What follows belongs to an exercise in optimizing a design on an open flow for a short achievable clock period and few clock cycles per item; a production flow would make more cautious choices. The RTL was checked by simulation tests, not by an equivalence proof against the original design. No driver is modelled on the clock port, so clocking that relies on it looks cheaper here than on a real chip. Power is estimated from default activity; no workload was simulated.

==> design.v <==
`timescale 1ns/1ps
package yRowPkg;
   typedef logic [256-1:0] rowData;        
   typedef logic [48-1:0] yEntry;       
   typedef logic [11-1:0] rowAddr;
   typedef logic [4-1:0] slotOneHot;        
   typedef logic [$clog2(4)-1:0] slotIndex;
endpackage
`timescale 1ns/1ps
`timescale 1ns/1ps
`timescale 1ns/1ps
`timescale 1ns/1ps
`timescale 1ns/1ps
module yWriteBack
(
   input logic clock,
   input logic reset,
   input logic dpDone,
   input logic cpDone,
   input yRowPkg::rowAddr diagAddr,
   input yRowPkg::rowAddr nonDiagAddr,
   input yRowPkg::slotOneHot diagSlot,
   input yRowPkg::slotOneHot nonDiagSlot,
   input yRowPkg::yEntry computedDiag,
   input yRowPkg::yEntry changeData,
   input yRowPkg::rowData readData1,
   input yRowPkg::rowData readData2,
   output yRowPkg::rowAddr readAddr1,
   output yRowPkg::rowAddr readAddr2,
   output yRowPkg::rowAddr writeAddr,
   output yRowPkg::rowData writeData,
   output logic writeEnable,
   output logic writeDone
);
   function automatic logic oneHot(input yRowPkg::slotOneHot code);
      oneHot = (code == 4'b0001) || (code == 4'b0010) || (code == 4'b0100) || (code == 4'b1000);
   endfunction
   logic busy;        
   logic idle;
   logic load1;       
   logic accept;      
   logic fresh1;      
   logic fresh2;      
   yRowPkg::rowAddr aAddr, bAddr;
   yRowPkg::slotOneHot ds1, ns1;
   yRowPkg::yEntry dv1, cv1;
   logic legal1;
   logic eqAB;
   logic [4-1:0] aKeepLo, aSelDv1, aSelCv1;
   logic aKeepHi;
   yRowPkg::rowAddr cAddr, dAddr;
   yRowPkg::slotOneHot ds2, ns2;
   yRowPkg::yEntry dv2, cv2;
   logic legal2;
   logic eqCA, eqDA, eqCB, eqDB, eqDC;
   yRowPkg::rowData row1, row2;
   logic pendA, pendB, pendC, pendD;
   logic nHitA, nHitB, nHitC, nHitD, nKill;
   logic isAIn, isBIn, isCIn, isDIn;
   logic isAReg, isBReg, isCReg, isDReg;
   logic nSrcRow1, nSrcRow2, nSrcRd1, nSrcRd2;
   yRowPkg::rowAddr nAddr;
   logic nLast;
   logic inEqCA, inEqDA, inEqCB, inEqDB, inEqDC;
   logic inLegal2;
   logic hasA, hasB, hasC, hasD;
   yRowPkg::rowData aRaw, aSet1;
   logic firstA, firstB, firstC, firstD;
   logic firstLast;
   logic curB, curA, curC;
   logic restA, restC, restD;
   logic folA, folC, folD;
   logic folLast;
   yRowPkg::rowData nRaw;
   yRowPkg::rowData nextRow;
   assign readAddr1 = diagAddr;
   assign readAddr2 = nonDiagAddr;
   assign idle = !busy;
   assign load1 = idle && dpDone && !cpDone;
   assign accept = idle && dpDone && cpDone;
   assign aRaw = fresh1 ? readData1 : row1;
   always_comb
   begin
      for (int s = 0; s < 4; s++)
      begin
         for (int b = 0; b < 48; b++)
            aSet1[s * 64 + b] = (aKeepLo[s] && aRaw[s * 64 + b])
               || (aSelDv1[s] && dv1[b]) || (aSelCv1[s] && cv1[b]);
         for (int b = 48; b < 64; b++)
            aSet1[s * 64 + b] = aKeepHi && aRaw[s * 64 + b];
      end
   end
   assign inEqCA = (diagAddr == aAddr);
   assign inEqDA = (nonDiagAddr == aAddr);
   assign inEqCB = (diagAddr == bAddr);
   assign inEqDB = (nonDiagAddr == bAddr);
   assign inEqDC = (nonDiagAddr == diagAddr);
   assign inLegal2 = oneHot(diagSlot) && oneHot(nonDiagSlot)
      && !(inEqDC && (diagSlot == nonDiagSlot));
   assign hasB = !eqAB;
   assign hasA = inEqCA || inEqDA;
   assign hasC = !inEqCA && !inEqCB;
   assign hasD = !inEqDA && !inEqDB && !inEqDC;
   assign firstB = hasB;
   assign firstA = !hasB && hasA;
   assign firstC = !hasB && !hasA && hasC;
   assign firstD = !hasB && !hasA && !hasC;
   assign firstLast = hasB ? !(hasA || hasC || hasD) : (hasA ? !(hasC || hasD) : !hasD);
   assign curB = pendB;
   assign curA = !pendB && pendA;
   assign curC = !pendB && !pendA && pendC;
   assign restA = pendA && curB;
   assign restC = pendC && (curB || curA);
   assign restD = pendD && (curB || curA || curC);
   assign folA = restA;
   assign folC = !restA && restC;
   assign folD = !restA && !restC && restD;
   assign folLast = restA ? !(restC || restD) : !(restC && restD);
   assign isAIn = firstA;
   assign isBIn = firstA ? eqAB : firstB;
   assign isCIn = firstA ? inEqCA : (firstB ? inEqCB : firstC);
   assign isDIn = firstA ? inEqDA : (firstB ? inEqDB : (firstC ? inEqDC : 1'b1));
   assign isAReg = folA;
   assign isBReg = folA && eqAB;
   assign isCReg = folA ? eqCA : folC;
   assign isDReg = folA ? eqDA : (folC ? eqDC : 1'b1);
   always_comb
   begin
      for (int i = 0; i < 256; i++)
         nRaw[i] = (nSrcRow1 && row1[i]) || (nSrcRow2 && row2[i]) || (nSrcRd1 && readData1[i])
            || (nSrcRd2 && readData2[i]);
      for (int s = 0; s < 4; s++)
      begin
         for (int b = 0; b < 48; b++)
         begin
            if (nHitC && ds2[s])
               nextRow[s * 64 + b] = dv2[b];
            else if (nHitD && ns2[s])
               nextRow[s * 64 + b] = cv2[b];
            else if (nKill)
               nextRow[s * 64 + b] = 1'b0;
            else if (nHitA && ds1[s])
               nextRow[s * 64 + b] = dv1[b];
            else if (nHitB && ns1[s])
               nextRow[s * 64 + b] = cv1[b];
            else
               nextRow[s * 64 + b] = nRaw[s * 64 + b];
         end
         for (int b = 48; b < 64; b++)
            nextRow[s * 64 + b] = !nKill && nRaw[s * 64 + b];
      end
   end
   always_ff @(posedge clock)
   begin
      if (!reset)
      begin
         busy <= 1'b0;
         fresh1 <= 1'b0;
         fresh2 <= 1'b0;
         pendA <= 1'b0;
         pendB <= 1'b0;
         pendC <= 1'b0;
         pendD <= 1'b0;
         writeEnable <= 1'b0;
         writeDone <= 1'b0;
      end
      else
      begin
         fresh1 <= load1;
         fresh2 <= accept;
         if (accept)
         begin
            busy <= 1'b1;
            pendA <= hasA;
            pendB <= hasB;
            pendC <= hasC;
            pendD <= hasD;
            writeEnable <= 1'b1;
            writeDone <= 1'b0;
         end
         else if (busy)
         begin
            busy <= !nLast;
            pendB <= 1'b0;
            if (curA)
               pendA <= 1'b0;
            if (curC)
               pendC <= 1'b0;
            if (!curB && !curA && !curC)
               pendD <= 1'b0;
            writeEnable <= 1'b1;
            writeDone <= nLast;
         end
         else
         begin
            writeEnable <= 1'b0;
            writeDone <= 1'b0;
         end
      end
   end
   always_ff @(posedge clock)
   begin
      if (!reset)
      begin
         aAddr <= '0;
         bAddr <= '0;
      end
      else if (load1)
      begin
         aAddr <= diagAddr;
         bAddr <= nonDiagAddr;
      end
   end
   always_ff @(posedge clock)
   begin
      writeData <= busy ? nextRow : aSet1;
      writeAddr <= busy ? nAddr : aAddr;
   end
   always_ff @(posedge clock)
   begin
      if (accept)
      begin
         nHitA <= legal1 && isAIn;
         nHitB <= legal1 && isBIn;
         nHitC <= inLegal2 && isCIn;
         nHitD <= inLegal2 && isDIn;
         nKill <= ((isAIn || isBIn) && !legal1) || ((isCIn || isDIn) && !inLegal2);
         nSrcRow1 <= 1'b0;
         nSrcRow2 <= firstB;
         nSrcRd1 <= (firstA && inEqCA) || firstC;
         nSrcRd2 <= (firstA && !inEqCA) || firstD;
         nAddr <= firstB ? bAddr : ((firstA ? aAddr : (firstC ? diagAddr : nonDiagAddr)));
         nLast <= firstLast;
      end
      else
      begin
         nHitA <= legal1 && isAReg;
         nHitB <= legal1 && isBReg;
         nHitC <= legal2 && isCReg;
         nHitD <= legal2 && isDReg;
         nKill <= ((isAReg || isBReg) && !legal1) || ((isCReg || isDReg) && !legal2);
         nSrcRow1 <= (folA && eqCA) || folC;
         nSrcRow2 <= (folA && !eqCA) || folD;
         nSrcRd1 <= 1'b0;
         nSrcRd2 <= 1'b0;
         nAddr <= folA ? aAddr : (folC ? cAddr : dAddr);
         nLast <= folLast;
      end
   end
   always_ff @(posedge clock)
   begin
      if (load1)
      begin
         ds1 <= diagSlot;
         ns1 <= nonDiagSlot;
         dv1 <= computedDiag;
         cv1 <= changeData;
         eqAB <= (diagAddr == nonDiagAddr);
         legal1 <= oneHot(diagSlot) && oneHot(nonDiagSlot)
            && !((diagAddr == nonDiagAddr) && (diagSlot == nonDiagSlot));
         aKeepHi <= oneHot(diagSlot) && oneHot(nonDiagSlot)
            && !((diagAddr == nonDiagAddr) && (diagSlot == nonDiagSlot));
         for (int s = 0; s < 4; s++)
         begin
            aSelDv1[s] <= diagSlot[s];
            aSelCv1[s] <= (diagAddr == nonDiagAddr) && nonDiagSlot[s];
            aKeepLo[s] <= !diagSlot[s] && !((diagAddr == nonDiagAddr) && nonDiagSlot[s]);
         end
         if (!(oneHot(diagSlot) && oneHot(nonDiagSlot)
            && !((diagAddr == nonDiagAddr) && (diagSlot == nonDiagSlot))))
         begin
            aSelDv1 <= '0;
            aSelCv1 <= '0;
            aKeepLo <= '0;
         end
      end
      if (accept)
      begin
         cAddr <= diagAddr;
         dAddr <= nonDiagAddr;
         ds2 <= diagSlot;
         ns2 <= nonDiagSlot;
         dv2 <= computedDiag;
         cv2 <= changeData;
         legal2 <= inLegal2;
         eqCA <= inEqCA;
         eqDA <= inEqDA;
         eqCB <= inEqCB;
         eqDB <= inEqDB;
         eqDC <= inEqDC;
      end
      if (fresh1 || fresh2)
      begin
         row1 <= readData1;
         row2 <= readData2;
      end
   end
endmodule
==> flow/run.sh <==
#!/bin/bash
# Own layout flow: the standard ORFS flow, unchanged synthesis, with one
# extra step at the end of CTS (flow/post_cts.tcl) that tightens the paths
# through the ports, and flow/pre_final.tcl that clears its don't-touch marks
# before the final report. Each tool's output goes to a log file in this
# folder.
set -euo pipefail
WORK=$(pwd)
bash standard.sh synth > "$WORK/synth.log" 2>&1
export POST_CTS_TCL="$WORK/flow/post_cts.tcl"
export PRE_FINAL_REPORT_TCL="$WORK/flow/pre_final.tcl"
bash standard.sh > "$WORK/layout.log" 2>&1
==> flow/post_cts.tcl <==
# Run by ORFS at the end of CTS (POST_CTS_TCL): tighten the paths through
# the ports, then legalize the placement again.
# - each output port is driven by a plain buf_4 (no delay cell, no weak buffer)
# - a flip-flop that drives an output buffer gets the strongest drive
# - each readAddr output buffer hangs straight off its address input buffer,
#   and the input buffer's other loads move behind a buffer of their own
# The nets and buffers of these paths are marked don't-touch so that the
# later repair steps leave them as they are; flow/pre_final.tcl clears the
# marks before the final power connection.
set ::block [ord::get_db_block]

# the buffer on a port: the instance its net connects to
proc port_inst { name } {
  set bterm [$::block findBTerm $name]
  if { $bterm == "NULL" } { return "NULL" }
  set net [$bterm getNet]
  foreach it [$net getITerms] {
    return [$it getInst]
  }
  return "NULL"
}

proc inst_pin { inst pin } {
  return [$inst findITerm $pin]
}

set n_out 0
set n_ff 0
foreach bterm [$::block getBTerms] {
  if { [$bterm getIoType] != "OUTPUT" } { continue }
  set buf [port_inst [$bterm getName]]
  if { $buf == "NULL" } { continue }
  set ref [[$buf getMaster] getName]
  if { ![string match "sky130_fd_sc_hd__*buf*" $ref] } { continue }
  if { $ref != "sky130_fd_sc_hd__buf_4" && $ref != "sky130_fd_sc_hd__buf_6" && $ref != "sky130_fd_sc_hd__buf_8" } {
    replace_cell [$buf getName] sky130_fd_sc_hd__buf_4
    incr n_out
  }
  set in_net [[inst_pin $buf A] getNet]
  foreach it [$in_net getITerms] {
    if { ![$it isOutputSignal] } { continue }
    set d [$it getInst]
    if { [regexp {^sky130_fd_sc_hd__dfxtp_[12]$} [[$d getMaster] getName]] } {
      replace_cell [$d getName] sky130_fd_sc_hd__dfxtp_4
      incr n_ff
    }
    if { [string match "sky130_fd_sc_hd__dfxtp_*" [[$d getMaster] getName]] } {
      set_dont_touch [get_nets [$in_net getName]]
      set_dont_touch [get_cells [$buf getName]]
    }
  }
}
puts "post_cts: $n_out output buffers and $n_ff flip-flops resized"

set n_ft 0
foreach {src dst} {diagAddr readAddr1 nonDiagAddr readAddr2} {
  for {set i 0} {$i < 11} {incr i} {
    set ib [port_inst "$src\[$i\]"]
    set ob [port_inst "$dst\[$i\]"]
    if { $ib == "NULL" || $ob == "NULL" } { continue }
    set ib_net [[inst_pin $ib X] getNet]
    set ob_a [inst_pin $ob A]
    set ob_net [$ob_a getNet]
    if { [$ob_net getName] != [$ib_net getName] } {
      disconnect_pin [$ob_net getName] [$ob getName]/A
      connect_pin [$ib_net getName] [$ob getName]/A
    }
    set others {}
    foreach it [$ib_net getITerms] {
      if { [$it isInputSignal] && [[$it getInst] getName] != [$ob getName] } {
        lappend others [get_pins [[$it getInst] getName]/[[$it getMTerm] getName]]
      }
    }
    if { [llength $others] > 0 } {
      insert_buffer -buffer_cell sky130_fd_sc_hd__buf_4 -net [get_nets [$ib_net getName]] -load_pins $others
    }
    replace_cell [$ib getName] sky130_fd_sc_hd__buf_8
    set_dont_touch [get_nets [$ib_net getName]]
    set_dont_touch [get_cells [$ib getName]]
    set_dont_touch [get_cells [$ob getName]]
    incr n_ft
  }
}
puts "post_cts: $n_ft feedthroughs rewired"

# the new and resized cells onto the power nets
global_connect
estimate_parasitics -placement
detailed_placement
check_placement -verbose
estimate_parasitics -placement
report_worst_slack -max
==> flow/pre_final.tcl <==
# Run by ORFS before the final report (PRE_FINAL_REPORT_TCL): clear the
# don't-touch marks that flow/post_cts.tcl set, so that the final
# global_connect puts every cell on the power nets.
foreach inst [[ord::get_db_block] getInsts] {
  if { [$inst isDoNotTouch] } { $inst setDoNotTouch 0 }
}
foreach net [[ord::get_db_block] getNets] {
  if { [$net isDoNotTouch] } { $net setDoNotTouch 0 }
}
global_connect
==> standard.sh <==
#!/bin/bash
# synth_recipe.tcl (not shown) runs the flow's synth.tcl, then flattens the netlist and writes it again
# the make line also repeats each setting of config.mk as NAME=value (left out here)
make -C /OpenROAD-flow-scripts/flow DESIGN_CONFIG=/design/flow/config.mk WORK_HOME=/design/flow/orfs CLKGATE_MAP_FILE= SYNTH_SCRIPT=/design/flow/synth_recipe.tcl "${@:-finish}"
==> config.mk <==
export PLATFORM = sky130hd
export DESIGN_NAME = yWriteBack
export DESIGN_NICKNAME = yWriteBack
export VERILOG_FILES = /design/flow/design.v
export SDC_FILE = /design/flow/constraint.sdc
export NUM_CORES = 4
export LEC_CHECK = 0
export ABC_CLOCK_PERIOD_IN_PS = 2000
export CAP_MARGIN = 20
export CORE_AREA = 10 10 390 390
export DIE_AREA = 0 0 400 400
export SETUP_SLACK_MARGIN = 3.0
export SLEW_MARGIN = 20
==> constraint.sdc <==
create_clock -name core_clock -period 5.0 [get_ports {clock}]
set_input_delay 1.0000 -clock core_clock [delete_from_list [all_inputs] [get_ports {clock}]]
set_output_delay 1.0000 -clock core_clock [all_outputs]
set_load 0.01 [all_outputs]
==> flow_summary.toml, run 1 <==
[die]
ioPinCount = 933
die_y_um = 400
die_x_um = 400
die-area_mm2 = 0.160
rows = 139
start_util = 0.365
coreArea_mm2 = 0.143

[drt]
vias = 53828
drtIter0Drc = 9677
routed_via_density = 7.05
ant_nets = 0
wl_per_cell_um = 43.7
dr.pass1.iters = 13
routed_wl_um = 334000
drc_errors = 0

[setup_path]
cp.arrival_ns = 1.39
critPathSlowestCell = "dfxtp_4"
crit_required_ns = 4.00
worstSetupStartpointType = "flop"
crit_fanout = 1
crit_path_max_incr_delay_ns = 0.47
path_buf_inv = 1
crit_path_end_kind = "output port"
worst-setup-path-type = "flop to output port"
cp_top_family = "flip-flops"
worstPathCellList = "buf_6"

[clock_network]
cts_tree = "yes"
cts.reportedPaths.clkPinSlew_ns = 0.06
clkLatencyLatePin_ns = 0.79
cts.sinks = 1079

[synthesis]
synth_edf_count = 760
synth_top_cell_by_area = "edfxtp_1"
syn_nets = 5081
ys_ff_latch = 1079
async_flop_share = 0
syn_inst = 4439
synthesis.area_mm2 = 0.0524
yosysWarningCount = 1
synth.distinct_cells = 63
synth.avg_cell_area_um2 = 11.8
synth.top_cell.area_share = 0.436
synthFlopType = "edfxtp_1"
ys_top_cells_by_area = "edfxtp_1 44%, dfxtp_1 12%, a21oi_1 5.6%"
ys_seq_area_frac = 0.558

[timing]
rsz0062_at_grt = "true"
holdWs_ns = 0.477
fin_crit_sh = 0.478
hold_viol = 0
fmax_ghz = 0.418
final_max_slew_viol_count = 0
setup_viol_count_final = 0
finalCriticalPeriod_ns = 2.39
clock_skew_ns = 0.0349
tightest_slew_ns = 1.21
max-slew-margin-rel = 0.190

[outcome]
outcome = "finished clean"

[pwr]
ir_drop_mv = 0.288
pwr-share-comb = 0.161
power_frac_seq = 0.434
p_int_mw = 17.8
finalPower_mw = 24.4
switching_share = 0.272
p_leak_nw = 27.9
clockPowerShare = 0.405
power_density_mw_per_mm2 = 310
power_switching_mw = 6.63

[grt]
first_global_vias = 48311
grt_pass1_wl_um = 410000
grt_start_max_net_pins = 129
grt_usage = 0.363
overflow = 0
antenna_found_initial = 141

[layout]
drive_above_1_share = 0.368
fin_nets = 6143
utilization = 0.548
area_growth_pct = 50.1
n_fill_cell = 11951
seq_area_mm2 = 0.0303
multi_input_area_mm2 = 0.0238

[flow_run]
drv_cap = 0

[placed_design]
gp_congestion = 0.906
hpwl_um = 172000
port_buffers = 932

[min_path]
worstHoldPathType = "flop to flop"
==> synthesized netlist by cell type (9+ instances only) <==
library cell and instances:
a221o_1 197, o21ai_0 23, mux2_2 209, and3_1 10, mux2i_1 68, a21oi_1 591
buf_6 9, nand3_1 14, nand2_1 69, a22o_1 64, buf_2 163, o22ai_1 64
a22oi_1 389, dfxtp_1 319, clkbuf_1 300, a311oi_1 192, edfxtp_1 760, buf_1 45
and3b_1 192, nor2b_1 63, buf_4 26, nor2_1 198, xor2_1 17, nand4_1 9
xnor2_1 43, a21boi_0 20, a221oi_1 255, and2_1 15
==> cell families after synthesis <==
kind of cell | Yosys count | synth area share
buffers and inverters | 553 | 0.0467
and+or+nand+nor | 623 | 0.0712
DFF | 1079 | 0.558
xor gates and xnor gates | 62 | 0.0107
muxes | 280 | 0.0586
adders and majority gates | 1 | 0.000191
AOI/OAI and AO/OA | 1841 | 0.255
==> layer usage <==
| layer | track usage | part of all wire | vias to the layer above | routed length, um |
|---|---|---|---|---|
| met4 | 0.226 | 0.082 | 50 | 27300 |
| met1 | 0.440 | 0.34 | 26390 | 115000 |
| met2 | 0.526 | 0.41 | 5439 | 138000 |
| li1 | - | - | 20401 | - |
| met5 | 0.00575 | 0.0019 | - | 618 |
| met3 | 0.159 | 0.16 | 1548 | 53200 |
==> worst paths after layout <==
| kind | from | to | slack, ns | depth (start not counted) |
|---|---|---|---|---|
| setup reg to reg | ds1[3] | writeData[230] | 2.78 | 7 |
| hold / removal | nLast | busy | 0.48 | 1 |
| hold reg to reg | nLast | busy | 0.48 | 1 |
| setup / recovery | writeData[162] | writeData[162] | 2.61 | 1 |
==> layout by cell type (no fill, tap or decap), types with 15 or more instances in the layout <==
cell,count
a21oi_1,563
a21oi_2,28
a221o_1,197
a221oi_1,110
a221oi_2,143
a22o_1,64
a22oi_1,343
a22oi_2,46
a311oi_1,56
a311oi_2,133
and2_4,26
and3b_1,189
buf_12,111
buf_16,74
buf_4,303
buf_6,259
buf_8,43
bufinv_16,15
clkbuf_1,21
clkbuf_16,163
clkbuf_8,22
clkdlybuf4s50_1,608
clkinv_2,22
dfxtp_1,38
dfxtp_4,280
diode_2,117
edfxtp_1,760
mux2_2,203
mux2i_1,68
nand2_1,55
nor2_1,193
nor2b_1,30
nor2b_2,26
o21ai_0,19
o22ai_1,64
xnor2_1,21
xnor2_2,24
xor2_1,17
==> power by group through the flow <==
stage	registers, mW	logic (mW)	clock network [mW]
5_1_grt	10.6	4.01	10.2
3_5_place_dp	10.7	2.95	0
6_report	10.6	3.92	9.89
2_1_floorplan	10.6	1.31	0
3_3_place_gp	10.7	2.94	0
==> layout make-up, without the clock buffers <==
type | count | share of cell area
Tap cell | 1903 | 0.0303
Sequential cell | 1079 | 0.385
Timing Repair inverter | 3 | 0.000398
Inverter | 7 | 0.000971
Multi-Input combinational cell | 2836 | 0.303
Clock inverter | 63 | 0.0104
Timing Repair Buffer | 1453 | 0.221
Antenna cell | 117 | 0.00373
==> sequential cells by signal, indices dropped and copies added (netlist names), 48 cells and up <==
register and cells:
cv1 48, row1 256, dv1 48, row2 256, writeData 256, cv2 48
dv2 48
==> stage by stage <==
stage          worst slack (ns)  area (um2)  TNS, ns  instances
2_1_floorplan           -0.0145       52900    -7.42       4439
3_3_place_gp               1.46       63200        0       6843
3_5_place_dp               1.48       63200        0       6843
5_1_grt                    2.61       78500        0       7580
6_report                   2.61       78600        0       7630
Testbench counts, summed over its fixed seeds: cycles 93,160, pairs 24,000.
==> run 2, diff against run 1 <==
--- a/config.mk
+++ b/config.mk
@@ -8,6 +8,6 @@
 export ABC_CLOCK_PERIOD_IN_PS = 2000
 export CAP_MARGIN = 20
-export CORE_AREA = 10 10 390 390
-export DIE_AREA = 0 0 400 400
+export CORE_AREA = 10 10 340 340
+export DIE_AREA = 0 0 350 350
 export SETUP_SLACK_MARGIN = 3.0
 export SLEW_MARGIN = 20
==> run 2 against run 1 <==
Against the previous run: still clean on timing, DRC and antenna; setup slack better by 0.042 ns; clock power decreased by 5.8%; synthesized cell count is the same; critical path depth grew 8; sequential power about the same; combinational power about the same; total power down 2.3%; synthesized area is the same; wire length fell by 3.7%; critical path type is now flop to flop; critical endpoint is now writeData[208].
==> flow_summary.toml, run 2 <==
[drt]
vias = 55543
drtIter0Drc = 10961
drc_errors = 0
wl_per_cell_um = 44.9
ant_nets = 0
routed_wl_um = 322000
routed_via_density = 7.76
dr.pass1.iters = 13

[timing]
worst_slack_ns = 2.65
finalCriticalPeriod_ns = 2.35
rsz0062_at_grt = "true"
clock_skew_ns = 0.0515
fmax_ghz = 0.426
fin_crit_sh = 0.470
max-slew-margin-rel = 0.246
hold_viol = 0
setup_viol_count_final = 0
final_max_slew_viol_count = 0
finalSetupTns_ns = 0
tightest_slew_ns = 1.13

[layout]
instances_no_fill = 7160
layout_commonest_cell = "edfxtp_1"
final_cell_mix = "760 x edfxtp_1, 591 x clkdlybuf4s50_1, 569 x a21oi_1"
utilization = 0.714
multi_input_area_mm2 = 0.0239
seq_area_mm2 = 0.0303
reg.largest.list = "row1: 256 flops, row2: 256 flops, writeData: 256 flops"
n_fill_cell = 7578
drive_above_1_share = 0.359
fin_nets = 6152
area_growth_pct = 48.0

[clock_network]
cts.sinks = 1079
cts.reportedPaths.clkPinSlew_ns = 0.07
cts_tree = "yes"
clkLatencyLatePin_ns = 0.78

[synthesis]
syn_inst = 4439
yosysWarningCount = 1
ys_seq_area_frac = 0.558
synthFlopType = "edfxtp_1"
async_flop_share = 0
syn_nets = 5081
synth.cells.most_frequent = "760 x edfxtp_1, 591 x a21oi_1, 389 x a22oi_1"
synth_edf_count = 760
synth.avg_cell_area_um2 = 11.8
synth.most_common_cell = "edfxtp_1"
ys_ff_latch = 1079
synth_top_cell_by_area = "edfxtp_1"
ys_top_cells_by_area = "edfxtp_1 44%, dfxtp_1 12%, a21oi_1 5.6%"
synth.top_cell.area_share = 0.436
synthesis.area_mm2 = 0.0524
synth.distinct_cells = 63

[grt]
grt_usage = 0.459
first_global_vias = 48155
grt_pass1_wl_um = 399000
antenna_found_initial = 122
overflow = 0
grt_start_max_net_pins = 98

[pwr]
switching_share = 0.274
p_int_mw = 17.3
p_leak_nw = 27.7
finalPower_mw = 23.8
pwr-share-comb = 0.166
power_frac_seq = 0.443
ir_drop_mv = 0.282
clockPowerShare = 0.391
power_switching_mw = 6.53
power_density_mw_per_mm2 = 308

[placed_design]
port_buffers = 932
gp_congestion = 0.918
dp_slack_ns = 1.33
dp.cells = 6359
hpwl_um = 166000

[setup_path]
timing.rr.start = "ns1[3]"
ff2ff_setup_slack_ns = 2.65
path_buf_inv = 3
crit_required_ns = 5.62
reg2reg_depth = 9
cp.arrival_ns = 2.97
crit_path_end_kind = "flop"
crit_path_max_incr_delay_ns = 0.45
critPathSlowestCell = "a221oi_2"
r2r_end = "writeData[208]"
crit_top_cell = "a21oi_1"
cp_top_family = "compound AO/OA/AOI/OAI gates"
worstSetupStartpointType = "flop"
worstPathCellList = "buf_4 > buf_12 > buf_16 > and3b_1 > a311oi_2 > a21oi_1 > nor2_1 > a21oi_1 > a221oi_2"
worst-setup-path-type = "flop to flop"
crit_fanout = 7
cp_num_cells = 9

[min_path]
min_path_cells = 1
worstHoldPathType = "flop to flop"
holdPathEnd = "writeAddr[6]"
hp-start = "nAddr[6]"

[die]
coreArea_mm2 = 0.109
start_util = 0.483
die-area_mm2 = 0.123
die_y_um = 350
rows = 121
die_x_um = 350
ioPinCount = 933

[outcome]
outcome = "finished clean"

[flow_run]
drv_cap = 0
-- run 2: metal layers --
metal	routed length [um]	GRT usage	vias to the layer above	share of wire
li1	-	-	20437	-
met1	102000	0.549	26686	0.32
met2	128000	0.650	6344	0.40
met3	58000	0.201	2026	0.18
met4	33000	0.335	50	0.10
met5	540	0.0110	-	0.0017
-- run 2: area by class of cell, without the clock buffers --
type | instances | area share
sequential | 1079 | 0.390
multi-input combinational | 2845 | 0.308
timing repair buffer | 1457 | 0.221
tap | 1414 | 0.0228
clock inverter | 65 | 0.00953
antenna | 131 | 0.00423
inverter | 7 | 0.000953
timing repair inverter | 3 | 0.000339
-- run 2: worst max-delay path by stage --
| stage | slack (ns) | endpoint | startpoint |
|---|---|---|---|
| 3_5_place_dp | 1.33 | dv1[8] | dpDone |
| 3_3_place_gp | 1.35 | cv1[21] | dpDone |
| 2_1_floorplan | -0.01 | row1[0] | fresh1 |
| 5_1_grt | 2.67 | writeData[11] | writeData[11] |
| 6_report | 2.65 | writeData[208] | ns1[3] |
-- run 2: cell families after synthesis --
kind of cell / share of synthesized area
AO/OA/AOI/OAI: 0.255
XOR/XNOR: 0.0107
adder cells (fa/ha/maj): 0.000191
buffers and inverters: 0.0467
flip-flops: 0.558
multiplexers: 0.0586
AND/OR/NAND/NOR: 0.0712
-- run 2: power groups by stage --
stage	logic, mW	registers (mW)	clock network (mW)
final	3.95	10.6	9.32
after global routing	3.98	10.6	9.59
after detailed placement	2.98	10.7	0
after global placement	2.97	10.7	0
after floorplan	1.31	10.6	0
-- run 2: per-stage QoR --
| step | hold slack (ns) | instance area (um2) |
|---|---|---|
| 2_1_floorplan | 0.409 | 52900 |
| 3_3_place_gp | 0.450 | 62700 |
| 3_5_place_dp | 0.451 | 62700 |
| 5_1_grt | 0.470 | 77300 |
| 6_report | 0.462 | 77500 |
==> run 3, diff against run 2 <==
--- a/flow/post_cts.tcl
+++ b/flow/post_cts.tcl
@@ -1,6 +1,7 @@
 # Run by ORFS at the end of CTS (POST_CTS_TCL): tighten the paths through
 # the ports, then legalize the placement again.
-# - each output port is driven by a plain buf_4 (no delay cell, no weak buffer)
-# - a flip-flop that drives an output buffer gets the strongest drive
+# - each output port is driven by a plain buffer (no delay cell, no weak
+#   buffer); a register's port buffer is a buf_8 placed next to the
+#   register, and the register gets the strongest drive
 # - each readAddr output buffer hangs straight off its address input buffer,
 #   and the input buffer's other loads move behind a buffer of their own
@@ -33,21 +34,31 @@
   set ref [[$buf getMaster] getName]
   if { ![string match "sky130_fd_sc_hd__*buf*" $ref] } { continue }
-  if { $ref != "sky130_fd_sc_hd__buf_4" && $ref != "sky130_fd_sc_hd__buf_6" && $ref != "sky130_fd_sc_hd__buf_8" } {
-    replace_cell [$buf getName] sky130_fd_sc_hd__buf_4
-    incr n_out
-  }
   set in_net [[inst_pin $buf A] getNet]
+  set ff "NULL"
   foreach it [$in_net getITerms] {
-    if { ![$it isOutputSignal] } { continue }
-    set d [$it getInst]
-    if { [regexp {^sky130_fd_sc_hd__dfxtp_[12]$} [[$d getMaster] getName]] } {
-      replace_cell [$d getName] sky130_fd_sc_hd__dfxtp_4
-      incr n_ff
-    }
-    if { [string match "sky130_fd_sc_hd__dfxtp_*" [[$d getMaster] getName]] } {
-      set_dont_touch [get_nets [$in_net getName]]
-      set_dont_touch [get_cells [$buf getName]]
+    if { [$it isOutputSignal] && [string match "sky130_fd_sc_hd__dfxtp_*" [[[$it getInst] getMaster] getName]] } {
+      set ff [$it getInst]
     }
   }
+  if { $ff == "NULL" } {
+    if { $ref != "sky130_fd_sc_hd__buf_4" && $ref != "sky130_fd_sc_hd__buf_6" && $ref != "sky130_fd_sc_hd__buf_8" } {
+      replace_cell [$buf getName] sky130_fd_sc_hd__buf_4
+      incr n_out
+    }
+    continue
+  }
+  # a register output: the port buffer sits next to the flip-flop and
+  # drives the wire to the port itself
+  if { [regexp {^sky130_fd_sc_hd__dfxtp_[12]$} [[$ff getMaster] getName]] } {
+    replace_cell [$ff getName] sky130_fd_sc_hd__dfxtp_4
+    incr n_ff
+  }
+  replace_cell [$buf getName] sky130_fd_sc_hd__buf_8
+  set loc [$ff getLocation]
+  $buf setLocation [lindex $loc 0] [lindex $loc 1]
+  incr n_out
+  set_dont_touch [get_nets [$in_net getName]]
+  set_dont_touch [get_nets [[[inst_pin $buf X] getNet] getName]]
+  set_dont_touch [get_cells [$buf getName]]
 }
 puts "post_cts: $n_out output buffers and $n_ff flip-flops resized"
--- a/config.mk
+++ b/config.mk
@@ -8,6 +8,6 @@
 export ABC_CLOCK_PERIOD_IN_PS = 2000
 export CAP_MARGIN = 20
-export CORE_AREA = 10 10 340 340
-export DIE_AREA = 0 0 350 350
+export CORE_AREA = 10 10 390 390
+export DIE_AREA = 0 0 400 400
 export SETUP_SLACK_MARGIN = 3.0
 export SLEW_MARGIN = 20
==> run 3 against run 2 <==
Against the previous run: utilization shrank 15 points; flip-flop and latch count unchanged; die area grew 31%; register-to-register slack better by 0.07 ns; combinational power grew 6.6%; via count decreased by 1.8%; sequential share of layout area decreased by 1.3 points; sequential power is essentially flat; wire length grew 5.6%; largest cell class unchanged.
==> flow_summary.toml, run 3 <==
[timing]
fmax_ghz = 0.439
worst_slack_ns = 2.72
max-slew-margin-rel = 0.259
clock_skew_ns = 0.0361
rsz0062_at_grt = "true"
final_max_slew_viol_count = 0
hold_viol = 0
fin_crit_sh = 0.456
holdWs_ns = 0.484
finalCriticalPeriod_ns = 2.28
tightest_slew_ns = 1.11
finalSetupTns_ns = 0
setup_viol_count_final = 0

[setup_path]
worstPathCellList = "buf_4 > buf_16 > nor2b_2 > a221oi_2"
cp.arrival_ns = 2.86
worstSetupStartpointType = "flop"
worst-setup-path-type = "flop to flop"
path_buf_inv = 2
crit_path_end_kind = "flop"
crit_path_max_incr_delay_ns = 0.58
crit_required_ns = 5.58
cp_top_family = "simple AND/OR/NAND/NOR gates"
crit_fanout = 120
timing.rr.start = "busy"
ff2ff_setup_slack_ns = 2.72
r2r_end = "writeData[132]"
reg2reg_depth = 4
critPathSlowestCell = "nor2b_2"

[placed_design]
dp_slack_ns = 1.48
dp.cells = 6843
hpwl_um = 172000
gp_congestion = 0.906
port_buffers = 932

[drt]
wl_per_cell_um = 44.5
vias = 54529
ant_nets = 0
drc_errors = 0
drtIter0Drc = 9434
dr.pass1.iters = 7
routed_via_density = 7.14
routed_wl_um = 340000

[clock_network]
cts.sinks = 1079
clkLatencyLatePin_ns = 0.79
cts_tree = "yes"
cts.reportedPaths.clkPinSlew_ns = 0.06

[die]
die_x_um = 400
die_y_um = 400
ioPinCount = 933
start_util = 0.365
coreArea_mm2 = 0.143
rows = 139
die-area_mm2 = 0.160

[layout]
n_fill_cell = 11750
utilization = 0.559
area_growth_pct = 53.1
final_cell_mix = "760 x edfxtp_1, 609 x clkdlybuf4s50_1, 553 x a21oi_1"
layout_commonest_cell = "edfxtp_1"
fin_nets = 6135
drive_above_1_share = 0.374
reg.largest.list = "row1: 256 flops, row2: 256 flops, writeData: 256 flops"
instances_no_fill = 7638

[grt]
overflow = 0
antenna_found_initial = 143
grt_pass1_wl_um = 417000
first_global_vias = 48581
grt_start_max_net_pins = 129
grt_usage = 0.369

[synthesis]
yosysWarningCount = 1
syn_inst = 4439
synth_edf_count = 760
synth.most_common_cell = "edfxtp_1"
async_flop_share = 0
synth.cells.most_frequent = "760 x edfxtp_1, 591 x a21oi_1, 389 x a22oi_1"
synthFlopType = "edfxtp_1"
ys_top_cells_by_area = "edfxtp_1 44%, dfxtp_1 12%, a21oi_1 5.6%"
synth_top_cell_by_area = "edfxtp_1"
synthesis.area_mm2 = 0.0524
syn_nets = 5081
synth.distinct_cells = 63
synth.avg_cell_area_um2 = 11.8
ys_ff_latch = 1079
synth.top_cell.area_share = 0.436
ys_seq_area_frac = 0.558

[flow_run]
drv_cap = 0

[pwr]
power_density_mw_per_mm2 = 308
ir_drop_mv = 0.287
p_leak_nw = 28.3

[min_path]
holdPathEnd = "writeAddr[2]"
min_path_cells = 1
hp-start = "nAddr[2]"
worstHoldPathType = "flop to flop"

[outcome]
outcome = "finished clean"
[run 3: changes by cell type in the layout (fill, tap and decap cells not counted), sizes merged, moves of 7 or more]
cell           previous run  this run
dlygate4sd2               9         1
dlymetal6s2s             13         1
clkdlybuf4s50           591       609
buf                     785       774
clkinv                   44        32
clkbuf                  210       221
inv                      13        21
nand2                    81        74
[run 3: layer usage]
metal  up-vias  wire [um]  global-route usage
met3      1724      55400               0.169
met1     26726     115000               0.442
met5         -        733             0.00575
met4        71      28200               0.234
met2      5596     141000               0.533
li1      20412          -                   -
[run 3: power breakdown]
part	switching, mW	leakage [nW]	total, mW	internal (mW)
logic	2.17	16.3	4.21	2.04
registers	0.425	9.92	10.6	10.1
clock network	4.15	2.14	9.91	5.75
total	6.75	28.3	24.7	17.9
[run 3: logic make-up after synthesis]
logic type / synth area share
multiplexers: 0.0586
flip-flops: 0.558
buffers and inverters: 0.0467
XOR/XNOR: 0.0107
AND/OR/NAND/NOR: 0.0712
adder cells (fa/ha/maj): 0.000191
AO/OA/AOI/OAI: 0.255
[run 3: worst max-delay path by stage]
stage                   from             end  slack [ns]  cells past startpoint
3_3_place_gp     diagAddr[0]        nAddr[4]        1.46                      7
5_1_grt        writeData[37]   writeData[37]        2.71                      1
2_1_floorplan         fresh1         row1[0]       -0.01                      5
6_report                busy  writeData[132]        2.72                      4
3_5_place_dp     diagAddr[0]        nAddr[4]        1.48                      7
[run 3: cell type report, without the clock buffers]
cell class,count,area (um2),area share
Antenna cell,133,333,0.00415
Clock inverter,63,817,0.0102
Inverter,7,76.3,0.000952
Multi-Input combinational cell,2836,24000,0.300
Sequential cell,1079,30300,0.377
Tap cell,1903,2380,0.0297
Timing Repair Buffer,1445,18700,0.233
Timing Repair inverter,3,31.3,0.000390
[run 3: worst register-to-register path: stages (launching register included)]
cell and delay [ns]:
dfxtp_4 0.44, buf_4 0.18, buf_16 0.31, nor2b_2 0.98, a221oi_2 0.18
[run 3: through the flow]
stage | power, mW | instance area (um2)
after global placement | 13.7 | 63200
final | 24.7 | 80200
after global routing | 25.1 | 80000
after detailed placement | 13.7 | 63200
after floorplan | 11.9 | 52900
==> run 4, diff against run 3 <==
--- a/config.mk
+++ b/config.mk
@@ -8,6 +8,6 @@
 export ABC_CLOCK_PERIOD_IN_PS = 2000
 export CAP_MARGIN = 20
-export CORE_AREA = 10 10 390 390
-export DIE_AREA = 0 0 400 400
+export CORE_AREA = 10 10 370 370
+export DIE_AREA = 0 0 380 380
 export SETUP_SLACK_MARGIN = 3.0
 export SLEW_MARGIN = 20
==> run 4 against run 3 <==
Against the previous run: wire length decreased by 6.5%; combinational power decreased by 2%; worst hold slack got worse by 0.020 ns; setup slack got worse by 0.095 ns; cell count decreased by 3.4%; maximum frequency decreased by 4.0%; still clean on timing, DRC and antenna; synthesized area unchanged; clock power decreased by 4.4%; via count decreased by 2.4%.
==> flow_summary.toml, run 4 <==
[timing]
holdWs_ns = 0.464
max-slew-margin-rel = 0.318
finalCriticalPeriod_ns = 2.37
rsz0062_at_grt = "true"
clock_skew_ns = 0.0442
fmax_ghz = 0.421
fin_crit_sh = 0.475
finalSetupTns_ns = 0
final_max_slew_viol_count = 0
setup_viol_count_final = 0
tightest_slew_ns = 1.02
worst_slack_ns = 2.63
hold_viol = 0

[synthesis]
ys_seq_area_frac = 0.558
synthesis.area_mm2 = 0.0524
ys_ff_latch = 1079
synthFlopType = "edfxtp_1"
synth.avg_cell_area_um2 = 11.8
yosysWarningCount = 1
syn_inst = 4439
synth.distinct_cells = 63
ys_top_cells_by_area = "edfxtp_1 44%, dfxtp_1 12%, a21oi_1 5.6%"
syn_nets = 5081
synth.most_common_cell = "edfxtp_1"
async_flop_share = 0
synth_edf_count = 760
synth.top_cell.area_share = 0.436
synth_top_cell_by_area = "edfxtp_1"
synth.cells.most_frequent = "760 x edfxtp_1, 591 x a21oi_1, 389 x a22oi_1"

[min_path]
worstHoldPathType = "flop to flop"

[setup_path]
path_buf_inv = 4
cp_top_family = "compound AO/OA/AOI/OAI gates"
worst-setup-path-type = "flop to flop"
crit_path_max_incr_delay_ns = 0.49
crit_path_end_kind = "flop"
cp.arrival_ns = 2.98
worstSetupStartpointType = "flop"
worstPathCellList = "buf_12 > buf_16 > buf_12 > buf_16 > and3b_1 > a311oi_2 > a21oi_2 > nor2_1 > a21oi_1 > a221oi_2"
crit_fanout = 7
crit_required_ns = 5.61
critPathSlowestCell = "a221oi_2"

[layout]
area_growth_pct = 50.0
drive_above_1_share = 0.359
fin_nets = 6094
utilization = 0.608
final_cell_mix = "760 x edfxtp_1, 607 x clkdlybuf4s50_1, 563 x a21oi_1"
reg.largest.list = "row1: 256 flops, row2: 256 flops, writeData: 256 flops"
layout_commonest_cell = "edfxtp_1"
fin_area_mm2 = 0.0786

[flow_run]
drv_cap = 0

[die]
die_x_um = 380
start_util = 0.406
coreArea_mm2 = 0.129
rows = 132
ioPinCount = 933
die-area_mm2 = 0.144
die_y_um = 380

[placed_design]
port_buffers = 932
dpl_cell_area_mm2 = 0.0632
gp_congestion = 0.903
hpwl_um = 170000
dp_slack_ns = 1.21

[grt]
grt_pass1_wl_um = 414000
antenna_found_initial = 105
first_global_vias = 49026
overflow = 0
grt_start_max_net_pins = 104
grt_usage = 0.400

[pwr]
ir_drop_mv = 0.351
p_leak_nw = 27.8
power_density_mw_per_mm2 = 307

[clock_network]
cts_tree = "yes"
cts.reportedPaths.clkPinSlew_ns = 0.07
clkLatencyLatePin_ns = 0.77
cts.sinks = 1079

[drt]
dr.pass1.iters = 9
wl_per_cell_um = 43.0
routed_via_density = 7.21
routed_wl_um = 317000
ant_nets = 0
drtIter0Drc = 9717
drc_errors = 0
vias = 53222

[outcome]
outcome = "finished clean"
## run 4: cell counts after synthesis
Identical to the previous run, type by type.
## run 4: final cells by class, without the clock buffers
type,instances,area [um2]
tap,1742,2180
antenna,82,205
timing repair buffer,1402,17800
clock inverter,73,827
timing repair inverter,2,20.0
sequential,1079,30300
multi-input combinational,2843,23900
inverter,7,62.6
fill,10154,50600
## run 4: logic make-up (layout without fill, tap and decap cells)
family	after synthesis	in the layout	share of synthesized area
compound gates	1841	1841	0.255
other cells	0	82	0
simple gates	623	659	0.0712
mux	280	280	0.0586
flops	1079	1079	0.558
buf+inv	553	1631	0.0467
fa+ha+maj	1	1	0.000191
xor+xnor	62	62	0.0107
## run 4: report_power, final
group	leakage (nW)	internal, mW	total [mW]	switching (mW)
combinational	15.9	1.98	4.13	2.16
clock	2.00	5.50	9.47	3.97
sequential	9.92	10.1	10.5	0.396
total	27.8	17.6	24.1	6.52
## run 4: worst reg2reg max path: stages (launching register included)
cell	delay, ns
dfxtp_4	0.36
buf_12	0.15
buf_16	0.18
buf_12	0.15
buf_16	0.13
and3b_1	0.17
a311oi_2	0.32
a21oi_2	0.08
nor2_1	0.11
a21oi_1	0.07
a221oi_2	0.49
## run 4: metrics by stage
| stage | total power, mW | instances |
|---|---|---|
| 2_1_floorplan | 11.9 | 4439 |
| 3_3_place_gp | 13.7 | 6707 |
| 3_5_place_dp | 13.7 | 6707 |
| 6_report | 24.1 | 7377 |
| 5_1_grt | 24.6 | 7336 |
## run 4: final timing paths
kind	from	to	slack (ns)	cells after the start
setup / recovery	nHitB	writeData[208]	2.63	10
hold / removal	nAddr[2]	writeAddr[2]	0.46	1
setup reg to reg	nHitB	writeData[208]	2.63	10
hold reg to reg	nAddr[2]	writeAddr[2]	0.46	1
## run 4: metal layers
metal	vias to the layer above	global-route usage	routed length, um
li1	20243	-	-
met1	26041	0.480	109000
met2	5300	0.579	131000
met3	1586	0.174	48600
met4	52	0.265	28000
met5	-	0.00562	363
==> run 5, diff against run 4 <==
--- a/design.v
+++ b/design.v
@@ -47,6 +47,4 @@
    logic legal1;
    logic eqAB;
-   logic [4-1:0] aKeepLo, aSelDv1, aSelCv1;
-   logic aKeepHi;
    yRowPkg::rowAddr cAddr, dAddr;
    yRowPkg::slotOneHot ds2, ns2;
@@ -65,5 +63,5 @@
    logic inLegal2;
    logic hasA, hasB, hasC, hasD;
-   yRowPkg::rowData aRaw, aSet1;
+   logic inLegal1;
    logic firstA, firstB, firstC, firstD;
    logic firstLast;
@@ -79,16 +77,4 @@
    assign load1 = idle && dpDone && !cpDone;
    assign accept = idle && dpDone && cpDone;
-   assign aRaw = fresh1 ? readData1 : row1;
-   always_comb
-   begin
-      for (int s = 0; s < 4; s++)
-      begin
-         for (int b = 0; b < 48; b++)
-            aSet1[s * 64 + b] = (aKeepLo[s] && aRaw[s * 64 + b])
-               || (aSelDv1[s] && dv1[b]) || (aSelCv1[s] && cv1[b]);
-         for (int b = 48; b < 64; b++)
-            aSet1[s * 64 + b] = aKeepHi && aRaw[s * 64 + b];
-      end
-   end
    assign inEqCA = (diagAddr == aAddr);
    assign inEqDA = (nonDiagAddr == aAddr);
@@ -214,10 +200,31 @@
    always_ff @(posedge clock)
    begin
-      writeData <= busy ? nextRow : aSet1;
-      writeAddr <= busy ? nAddr : aAddr;
-   end
-   always_ff @(posedge clock)
-   begin
-      if (accept)
+      writeData <= nextRow;
+      writeAddr <= nAddr;
+   end
+   assign inLegal1 = oneHot(diagSlot) && oneHot(nonDiagSlot)
+      && !((diagAddr == nonDiagAddr) && (diagSlot == nonDiagSlot));
+   always_ff @(posedge clock)
+   begin
+      if (load1)
+      begin
+         nHitA <= inLegal1;
+         nHitB <= inLegal1 && (diagAddr == nonDiagAddr);
+         nHitC <= 1'b0;
+         nHitD <= 1'b0;
+         nKill <= !inLegal1;
+         nSrcRow1 <= 1'b0;
+         nSrcRow2 <= 1'b0;
+         nSrcRd1 <= 1'b1;
+         nSrcRd2 <= 1'b0;
+         nAddr <= diagAddr;
+         nLast <= 1'b0;
+      end
+      else if (idle && !accept)
+      begin
+         nSrcRow1 <= 1'b1;
+         nSrcRd1 <= 1'b0;
+      end
+      else if (accept)
       begin
          nHitA <= legal1 && isAIn;
@@ -257,21 +264,5 @@
          cv1 <= changeData;
          eqAB <= (diagAddr == nonDiagAddr);
-         legal1 <= oneHot(diagSlot) && oneHot(nonDiagSlot)
-            && !((diagAddr == nonDiagAddr) && (diagSlot == nonDiagSlot));
-         aKeepHi <= oneHot(diagSlot) && oneHot(nonDiagSlot)
-            && !((diagAddr == nonDiagAddr) && (diagSlot == nonDiagSlot));
-         for (int s = 0; s < 4; s++)
-         begin
-            aSelDv1[s] <= diagSlot[s];
-            aSelCv1[s] <= (diagAddr == nonDiagAddr) && nonDiagSlot[s];
-            aKeepLo[s] <= !diagSlot[s] && !((diagAddr == nonDiagAddr) && nonDiagSlot[s]);
-         end
-         if (!(oneHot(diagSlot) && oneHot(nonDiagSlot)
-            && !((diagAddr == nonDiagAddr) && (diagSlot == nonDiagSlot))))
-         begin
-            aSelDv1 <= '0;
-            aSelCv1 <= '0;
-            aKeepLo <= '0;
-         end
+         legal1 <= inLegal1;
       end
       if (accept)
--- a/config.mk
+++ b/config.mk
@@ -8,6 +8,6 @@
 export ABC_CLOCK_PERIOD_IN_PS = 2000
 export CAP_MARGIN = 20
-export CORE_AREA = 10 10 370 370
-export DIE_AREA = 0 0 380 380
+export CORE_AREA = 10 10 390 390
+export DIE_AREA = 0 0 400 400
 export SETUP_SLACK_MARGIN = 3.0
 export SLEW_MARGIN = 20
==> run 5 against run 4 <==
Against the previous run: utilization is 15 points lower; sequential power hardly changed; critical path depth unchanged; largest power group unchanged; wire length fell by 26%; die area increased by 11%; critical endpoint is now nKill.
==> flow_summary.toml, run 5 <==
[synthesis]
synth.cells.most_frequent = "762 x edfxtp_1, 706 x a22oi_1, 602 x o21ai_0"
synthFlopType = "edfxtp_1"
synth.top_cell.area_share = 0.522
synth.avg_cell_area_um2 = 11.8
ys_top_cells_by_area = "edfxtp_1 52%, dfxtp_1 14%, a22oi_1 12%"
synth.distinct_cells = 63
synth_edf_count = 762
ys_ff_latch = 1067
yosysWarningCount = 1
synth.most_common_cell = "edfxtp_1"
ys_seq_area_frac = 0.661
async_flop_share = 0
syn_nets = 4371
synthesis.area_mm2 = 0.0439
synth_top_cell_by_area = "edfxtp_1"
syn_inst = 3729

[layout]
fin_area_mm2 = 0.0657
multi_input_area_mm2 = 0.0143
layout_commonest_cell = "edfxtp_1"
final_cell_mix = "762 x edfxtp_1, 696 x a22oi_1, 609 x clkdlybuf4s50_1"
fin_nets = 5405
instances_no_fill = 6835
drive_above_1_share = 0.258
seq_area_mm2 = 0.0300
area_growth_pct = 49.8
n_fill_cell = 12985
reg.largest.list = "row1: 256 flops, row2: 256 flops, writeData: 256 flops"

[die]
die_y_um = 400
start_util = 0.306
die-area_mm2 = 0.160
coreArea_mm2 = 0.143
die_x_um = 400
rows = 139
ioPinCount = 933

[placed_design]
gp_congestion = 0.895
hpwl_um = 137000
dp_slack_ns = 1.22
dp.cells = 6301
port_buffers = 932
dpl_cell_area_mm2 = 0.0553

[drt]
drc_errors = 0
wl_per_cell_um = 34.5
vias = 39836
ant_nets = 0
routed_wl_um = 236000
routed_via_density = 5.83
drtIter0Drc = 5211
dr.pass1.iters = 9

[clock_network]
cts.reportedPaths.clkPinSlew_ns = 0.06
clkLatencyLatePin_ns = 0.76
cts.sinks = 1067
cts_tree = "yes"

[timing]
hold_viol = 0
worst_slack_ns = 2.67
fmax_ghz = 0.429
rsz0062_at_grt = "true"
tightest_slew_ns = 0.757
finalCriticalPeriod_ns = 2.33
setup_viol_count_final = 0
final_max_slew_viol_count = 0
fin_crit_sh = 0.466
clock_skew_ns = 0.0449
max-slew-margin-rel = 0.495
finalSetupTns_ns = 0

[outcome]
outcome = "finished clean"

[grt]
grt_start_max_net_pins = 95
grt_pass1_wl_um = 310000
grt_usage = 0.272
overflow = 0
first_global_vias = 38250
antenna_found_initial = 90

[min_path]
worstHoldPathType = "flop to flop"

[setup_path]
crit_fanout = 7
cp.arrival_ns = 2.82
ff2ff_setup_slack_ns = 2.76
crit_path_end_kind = "flop"
worstSetupStartpointType = "input pin"
worst-setup-path-type = "input pin to flop"
crit_required_ns = 5.49

[pwr]
power_frac_seq = 0.434
pwr-share-comb = 0.203
power_density_mw_per_mm2 = 378
switching_share = 0.282
p_leak_nw = 23.0
power_switching_mw = 6.99
clockPowerShare = 0.362
p_int_mw = 17.8
ir_drop_mv = 0.317
finalPower_mw = 24.8

[flow_run]
drv_cap = 0
## run 5: kinds of logic after synthesis
logic type               Yosys count  share of synthesized area
buffers and inverters            370                     0.0353
AND/OR/NAND/NOR                  750                     0.0756
flip-flops                      1067                      0.661
multiplexers                       9                    0.00205
XOR/XNOR                          58                     0.0116
adder cells (fa/ha/maj)            1                   0.000228
AO/OA/AOI/OAI                   1474                      0.214
## run 5: through the flow
stage / utilization / hold slack [ns]
floorplan: - / 0.323
global placement: 0.385 / 0.371
detailed placement: 0.385 / 0.333
global route: 0.458 / 0.382
finish: 0.458 / 0.367
## run 5: path summary, 6_finish.rpt
check / end / from / cells after the start
worst max-delay path: nKill / diagAddr[5] / 10
worst min register to register: writeAddr[4] / nAddr[4] / 0
worst max register to register: nKill / bAddr[6] / 7
worst min-delay path: writeAddr[4] / nAddr[4] / 0
## run 5: routing by layer
metal  track usage  vias to the layer above  share of wire
li1              -                    16484              -
met1         0.341                    19732           0.37
met2         0.425                     3008           0.45
met3        0.0898                      560           0.13
met4         0.120                       52          0.047
met5             0                        -         0.0014
## run 5: power groups by stage
stage          sequential (mW)  combinational, mW  clock [mW]
6_report                  10.8               5.05        8.99
5_1_grt                   10.8               5.25        9.43
3_5_place_dp              10.8               3.94           0
3_3_place_gp              10.8               3.92           0
2_1_floorplan             10.8               1.51           0
## run 5: worst max-delay path, cell delays in order
cell and delay (ns):
buf_8 0.10, buf_6 0.10, buf_8 0.13, xor2_4 0.15
nor4_4 0.35, nand3_4 0.27, a21boi_4 0.20, or2b_1 0.17
nand4_1 0.12, a22o_1 0.23
## run 5: cell type report, without the clock buffers
type                    count  area share
diodes                     67     0.00255
inverters                  20     0.00158
clock inverters            44     0.00843
multi-input cells        2316       0.218
flip-flops and latches   1067       0.457
repair inverters            2    0.000266
well taps                1903      0.0362
repair buffers           1242       0.224
Testbench counts of run 5, summed over its fixed seeds: cycles 93,160, pairs 24,000.
==> run 6, diff against run 5 <==
==> run.sh (new file) <==
#!/bin/bash
# synth_recipe.tcl (not shown) runs the flow's synth.tcl, then flattens the netlist and writes it again
# the make line also repeats each setting of config.mk as NAME=value (left out here)
make -C /OpenROAD-flow-scripts/flow DESIGN_CONFIG=/design/flow/config.mk WORK_HOME=/design/flow/orfs CLKGATE_MAP_FILE= SYNTH_SCRIPT=/design/flow/synth_recipe.tcl finish
removed: flow/run.sh
removed: flow/post_cts.tcl
removed: flow/pre_final.tcl
removed: standard.sh
==> run 6 against run 5 <==
Against the previous run: global-route usage shrank 0.67 points; combinational power fell by 7.3%; maximum frequency up 2.6%; still clean; sequential share of layout area is 0.19 points higher; total power down 1.7%; wire length down 1.7%; largest cell class unchanged; clock power barely moved; flip-flop and latch count is the same.
==> flow_summary.toml, run 6 <==
[pwr]
finalPower_mw = 24.4
power_density_mw_per_mm2 = 381
clockPowerShare = 0.368
power_frac_seq = 0.440
power_switching_mw = 6.85
pwr-share-comb = 0.192
switching_share = 0.281
p_int_mw = 17.5
ir_drop_mv = 0.314
p_leak_nw = 22.6

[clock_network]
clkLatencyLatePin_ns = 0.76
cts.reportedPaths.clkPinSlew_ns = 0.06
holdBufCountCts = 0
cts.path.max_buffers = 3
numCtsBuffers = 114
h-tree-depth = 3
cts.sinks = 1067
cts_tree = "yes"
root_buffer = "clkbuf_16"

[drt]
dr.pass1.iters = 9
routed_wl_um = 232000
drtIter0Drc = 5046
wl_per_cell_um = 34.0
routed_via_density = 5.75
vias = 39182
ant_nets = 0
drc_errors = 0

[timing]
rsz0062_at_grt = "true"
max-slew-margin-rel = 0.495
setup_viol_count_final = 0
worst_slack_ns = 2.73
finalSetupTns_ns = 0
clock_skew_ns = 0.0482
fmax_ghz = 0.440
finalCriticalPeriod_ns = 2.27
tightest_slew_ns = 0.757
fin_crit_sh = 0.454
hold_viol = 0
final_max_slew_viol_count = 0

[layout]
reg.largest.list = "row1: 256 flops, row2: 256 flops, writeData: 256 flops"
utilization = 0.447
area_growth_pct = 46.1
drive_above_1_share = 0.255
layout_commonest_cell = "edfxtp_1"
instances_no_fill = 6818
final_cell_mix = "762 x edfxtp_1, 697 x a22oi_1, 609 x clkdlybuf4s50_1"
fin_nets = 5394

[synthesis]
syn_nets = 4371
synth.distinct_cells = 63
synth.top_cell.area_share = 0.522
synthesis.area_mm2 = 0.0439
yosysWarningCount = 1
ys_seq_area_frac = 0.661
syn_inst = 3729
async_flop_share = 0
synth_top_cell_by_area = "edfxtp_1"
synth_edf_count = 762
synth.most_common_cell = "edfxtp_1"
synth.avg_cell_area_um2 = 11.8
ys_ff_latch = 1067
synthFlopType = "edfxtp_1"
ys_top_cells_by_area = "edfxtp_1 52%, dfxtp_1 14%, a22oi_1 12%"
synth.cells.most_frequent = "762 x edfxtp_1, 706 x a22oi_1, 602 x o21ai_0"

[placed_design]
dp.cells = 6301
port_buffers = 932
gp_congestion = 0.895
dp_slack_ns = 1.22
hpwl_um = 137000

[grt]
grt_pass1_wl_um = 302000
first_global_vias = 37663
grt_start_max_net_pins = 95
antenna_found_initial = 102
grt_usage = 0.265
overflow = 0

[setup_path]
r2r_end = "nKill"
ff2ff_setup_slack_ns = 2.79
worst-setup-path-type = "flop to output port"
crit_path_start = "writeData[124]"
timing.rr.start = "bAddr[0]"
crit_required_ns = 4.00
cp_top_family = "flip-flops"
cp-endpoint = "writeData[124]"
critPathSlowestCell = "dfxtp_4"
cp_num_cells = 1
crit_fanout = 1
crit_path_max_incr_delay_ns = 0.40
cp.arrival_ns = 1.27
worstPathCellList = "buf_6"
worstSetupStartpointType = "flop"
reg2reg_depth = 9
path_buf_inv = 1
crit_path_end_kind = "output port"

[flow_run]
drv_cap = 0

[die]
die-area_mm2 = 0.160
die_y_um = 400
rows = 139
ioPinCount = 933
start_util = 0.306
die_x_um = 400
coreArea_mm2 = 0.143

[min_path]
worstHoldPathType = "flop to flop"

[outcome]
outcome = "finished clean"
-- run 6: per-stage QoR --
step / hold slack (ns) / cell area, um2
2_1_floorplan: 0.323 / 44100
3_3_place_gp: 0.371 / 55300
3_5_place_dp: 0.333 / 55300
4_1_cts: 0.370 / 62500
5_1_grt: 0.384 / 64000
6_report: 0.371 / 64100
-- run 6: layout make-up --
type	instances	area (um2)
Clock buffer	174	3450
Sequential cell	1067	29400
Clock inverter	44	554
Timing Repair inverter	2	17.5
Tap cell	1903	2380
Timing Repair Buffer	1231	13600
Inverter	20	104
Multi-Input combinational cell	2316	14400
Antenna cell	61	153
Fill cell	13195	79400
-- run 6: metal layers --
layer | wire length, um | GRT usage | share of wire | up-vias
li1 | - | - | - | 16445
met1 | 86800 | 0.332 | 0.37 | 19272
met2 | 106000 | 0.420 | 0.46 | 2817
met3 | 28700 | 0.0879 | 0.12 | 578
met5 | 453 | 0 | 0.0020 | -
met4 | 10300 | 0.109 | 0.044 | 70
-- run 6: power by group through the flow --
stage	logic (mW)	registers [mW]	clock network, mW
after floorplan	1.51	10.8	0
after global placement	3.92	10.8	0
after detailed placement	3.94	10.8	0
after CTS	4.45	10.7	9.05
after global routing	4.89	10.8	9.41
final	4.68	10.7	8.97
-- run 6: cells by family (layout without fill, tap and decap cells) --
family,Yosys count,count (layout),share of synthesized area
buf+inv,370,1471,0.0353
compound gates,1474,1474,0.214
other cells,0,61,0
flops,1067,1067,0.661
simple gates,750,774,0.0756
xor+xnor,58,58,0.0116
mux,9,9,0.00205
fa+ha+maj,1,1,0.000228
-- run 6: how the worst min path moves through the flow --
stage	startpoint	endpoint	slack [ns]	cells past startpoint
3_5_place_dp	nAddr[4]	writeAddr[4]	0.33	0
6_report	nAddr[4]	writeAddr[4]	0.37	0
3_3_place_gp	nAddr[7]	writeAddr[7]	0.37	0
4_1_cts	nAddr[4]	writeAddr[4]	0.37	0
5_1_grt	nAddr[4]	writeAddr[4]	0.38	0
2_1_floorplan	nAddr[0]	writeAddr[0]	0.32	0
-- run 6: what timing repair did --
action,in CTS,in global routing
buffers inserted,140,52
cloned,31,15
setup endpoints to repair,1000,481
pin swaps,45,55
resized for setup,2143,188
==> run 7, diff against run 6 <==
--- a/design.v
+++ b/design.v
@@ -223,6 +223,15 @@
       else if (idle && !accept)
       begin
+         nHitA <= legal1;
+         nHitB <= legal1 && eqAB;
+         nHitC <= 1'b0;
+         nHitD <= 1'b0;
+         nKill <= !legal1;
          nSrcRow1 <= 1'b1;
+         nSrcRow2 <= 1'b0;
          nSrcRd1 <= 1'b0;
+         nSrcRd2 <= 1'b0;
+         nAddr <= aAddr;
+         nLast <= 1'b0;
       end
       else if (accept)
==> run 7 against run 6 <==
Against the previous run: still clean on timing, DRC and antenna; synthesized area fell by 0.29%; count of clock-buffer cells in the layout shrank 13; global-route usage rose by 0.61 points; critical endpoint is now writeData[166]; largest cell class unchanged.
==> flow_summary.toml, run 7 <==
[die]
die_y_um = 400
ioPinCount = 933
start_util = 0.305
die_x_um = 400
die-area_mm2 = 0.160
coreArea_mm2 = 0.143
rows = 139

[synthesis]
yosys.area_share.simple = 0.0537
ys_seq_area_frac = 0.660
yosysWarningCount = 1
synthesis.area_mm2 = 0.0437
synth.most_common_cell = "edfxtp_1"
synthMuxAreaShare = 0.00114
synthFlopType = "edfxtp_1"
synth.top_cell.area_share = 0.514
synth-compound-area-share = 0.234
synth.distinct_cells = 68
synth.cells.most_frequent = "748 x edfxtp_1, 512 x a22oi_1, 319 x dfxtp_1"
synth_top_family_by_area = "compound AO/OA/AOI/OAI gates"
ys_ff_latch = 1067
synth_xor_area_frac = 0.0126
synth_edf_count = 748
synth.avg_cell_area_um2 = 12.4
ys_top_cells_by_area = "edfxtp_1 51%, dfxtp_1 15%, a22oi_1 8.8%"
synth_fa_ha_area_frac = 0.000229
syn_nets = 4178
synth_top_cell_by_area = "edfxtp_1"
async_flop_share = 0
syn_inst = 3536

[setup_path]
cp_top_family = "flip-flops"
path_buf_inv = 1
worstSetupStartpointType = "flop"
worstPathCellList = "buf_6"
ff2ff_setup_slack_ns = 2.86
timing.rr.start = "nSrcRd2"
worst-setup-path-type = "flop to output port"
crit_path_max_incr_delay_ns = 0.38
crit_path_end_kind = "output port"
critPathSlowestCell = "dfxtp_4"
crit_fanout = 1
cp.arrival_ns = 1.27
r2r_end = "writeData[65]"
crit_required_ns = 4.00
reg2reg_depth = 9

[drt]
drc_errors = 0
wl_per_cell_um = 36.1
ant_nets = 0
routed_wl_um = 238000
vias = 38965
dr.pass1.iters = 7
drtIter0Drc = 4960
routed_via_density = 5.91

[layout]
reg.largest.list = "row1: 256 flops, row2: 256 flops, writeData: 256 flops"
fin_nets = 5164
area_growth_pct = 43.9
multi_input_area_mm2 = 0.0144
drive_above_1_share = 0.257
seq_area_mm2 = 0.0292
n_fill_cell = 13157
layout_commonest_cell = "edfxtp_1"
final_cell_mix = "748 x edfxtp_1, 609 x clkdlybuf4s50_1, 512 x a22oi_1"

[clock_network]
cts.reportedPaths.clkPinSlew_ns = 0.06
holdBufCountCts = 0
cts_tree = "yes"
root_buffer = "clkbuf_16"
cts.sinks = 1067
cts.path.max_buffers = 3
numCtsBuffers = 115
clkLatencyLatePin_ns = 0.78
h-tree-depth = 3

[min_path]
min_path_cells = 0
hp-start = "nAddr[7]"
holdPathEnd = "writeAddr[7]"
worstHoldPathType = "flop to flop"

[grt]
first_global_vias = 37011
grt_usage = 0.271
overflow = 0
grt_start_max_net_pins = 97
grt_pass1_wl_um = 306000
antenna_found_initial = 110

[pwr]
power_switching_mw = 6.20
p_int_mw = 17.0
clockPowerShare = 0.379
power_frac_seq = 0.455
ir_drop_mv = 0.335
pwr-share-comb = 0.166
p_leak_nw = 21.7
finalPower_mw = 23.2
switching_share = 0.268
power_density_mw_per_mm2 = 368

[outcome]
outcome = "finished clean"

[timing]
tightest_slew_ns = 0.983
holdWs_ns = 0.344
final_max_slew_viol_count = 0
clock_skew_ns = 0.0666
finalSetupTns_ns = 0
hold_viol = 0
finalCriticalPeriod_ns = 2.27
fin_crit_sh = 0.454
max-slew-margin-rel = 0.344
setup_viol_count_final = 0
fmax_ghz = 0.441
rsz0062_at_grt = "true"

[flow_run]
drv_cap = 0

[placed_design]
hpwl_um = 141000
port_buffers = 932
gp_congestion = 0.867
run 7: cell types whose count changed after synthesis, sizes merged, moves of 29 or more:
cell,change
a2bb2oi,+192
a21oi,+226
nor2,+199
clkbuf,-56
nand2,-193
o21ai,-400
a311oi,+193
xor2,-29
a22oi,-194
nand3,-184
xnor2,+34
buf,+64
run 7: power by group through the flow:
stage	clock, mW	combinational [mW]	sequential [mW]
floorplan	0	1.39	10.6
global route	9.23	4.00	10.6
finish	8.79	3.84	10.5
global placement	0	3.28	10.6
CTS	8.88	3.65	10.5
detailed placement	0	3.30	10.6
run 7: area by class of cell:
cell class,instances,share of cell area
timing repair buffer,1191,0.203
tap,1903,0.0378
timing repair inverter,2,0.000517
clock buffer,161,0.0523
sequential,1067,0.464
inverter,12,0.00189
clock inverter,59,0.00982
antenna,68,0.00270
multi-input combinational,2133,0.228
run 7: cells by family after synthesis:
kind of cell | Yosys count
muxes | 5
adders and majority gates | 1
buffers and inverters | 370
xor gates and xnor gates | 63
and+or+nand+nor | 568
DFF | 1067
AOI/OAI and AO/OA | 1462
run 7: how the worst max path moves through the flow:
stage | startpoint | end | cells past startpoint
after floorplan | fresh1 | row1[0] | 1
after global placement | diagAddr[4] | nAddr[2] | 8
after detailed placement | diagAddr[4] | nAddr[2] | 8
after CTS | writeData[166] | writeData[166] | 1
after global routing | writeData[214] | writeData[214] | 1
final | writeData[166] | writeData[166] | 1
run 7: metrics by stage:
step	setup WS [ns]	cell area, um2	cells	util
floorplan	0.551	44200	3536	-
global placement	1.18	55000	6093	0.383
detailed placement	1.16	55000	6093	0.383
CTS	2.69	61400	6473	0.428
global route	2.71	62900	6574	0.438
finish	2.73	63000	6596	0.439
run 7: metal layers:
metal  routed length [um]  track usage  share of wire
met5                  418            0         0.0018
met1                89100        0.338           0.37
met3                28800       0.0922           0.12
met2               110000        0.426           0.46
met4                10400        0.116          0.044
run 7: timing repair:
action | in CTS | in global routing
pin swaps | 27 | 46
gates cloned | 31 | 14
endpoints found under the setup margin | 1220 | 454
gates resized for setup | 1990 | 198
buffers inserted | 129 | 40
Testbench counts of run 7, summed over its fixed seeds: cycles 93,160, pairs 24,000.

re-timing with driven ports:
In the flow no input, the clock included, has a driving cell. The finished layouts below were timed again as built, in two steps.
Step 1 sets driving cells, clkbuf_16 on the clock port and buf_2 on the other inputs (assumed; they add their load-dependent delay and slew).
Step 2, shift: input delay + t, output delay - t, t = (earliest + latest rising clock arrival at the registers) / 2. This alone moves slack from input paths to output paths.
a / b / c = ideal / step 1 / step 2; a / b = the first two.
| run | t, ns | setup slack, ns | worst setup path after step 2 | clock arrival spread, ns |
|---|---|---|---|---|
| run 1 | 0.853 | 2.609 / 2.521 / 2.046 | input to register | 0.045 / 0.045 |
| run 2 | 0.836 | 2.651 / 2.584 / 2.014 | input to register | 0.054 / 0.055 |
| run 3 | 0.850 | 2.720 / 2.641 / 1.965 | input to register | 0.056 / 0.056 |
| run 4 | 0.820 | 2.625 / 2.625 / 1.904 | input to register | 0.049 / 0.049 |
| run 5 | 0.818 | 2.671 / 2.676 / 1.888 | input to register | 0.050 / 0.051 |
| run 6 | 0.816 | 2.730 / 2.653 / 1.983 | input to register | 0.051 / 0.051 |
| run 7 | 0.820 | 2.731 / 2.655 / 2.109 | input to register | 0.070 / 0.071 |
After both steps setup and hold are still met in every run listed. The setup slack of run 5, which loses most, moves by +0.005 ns with the drivers and by -0.783 ns with both steps.
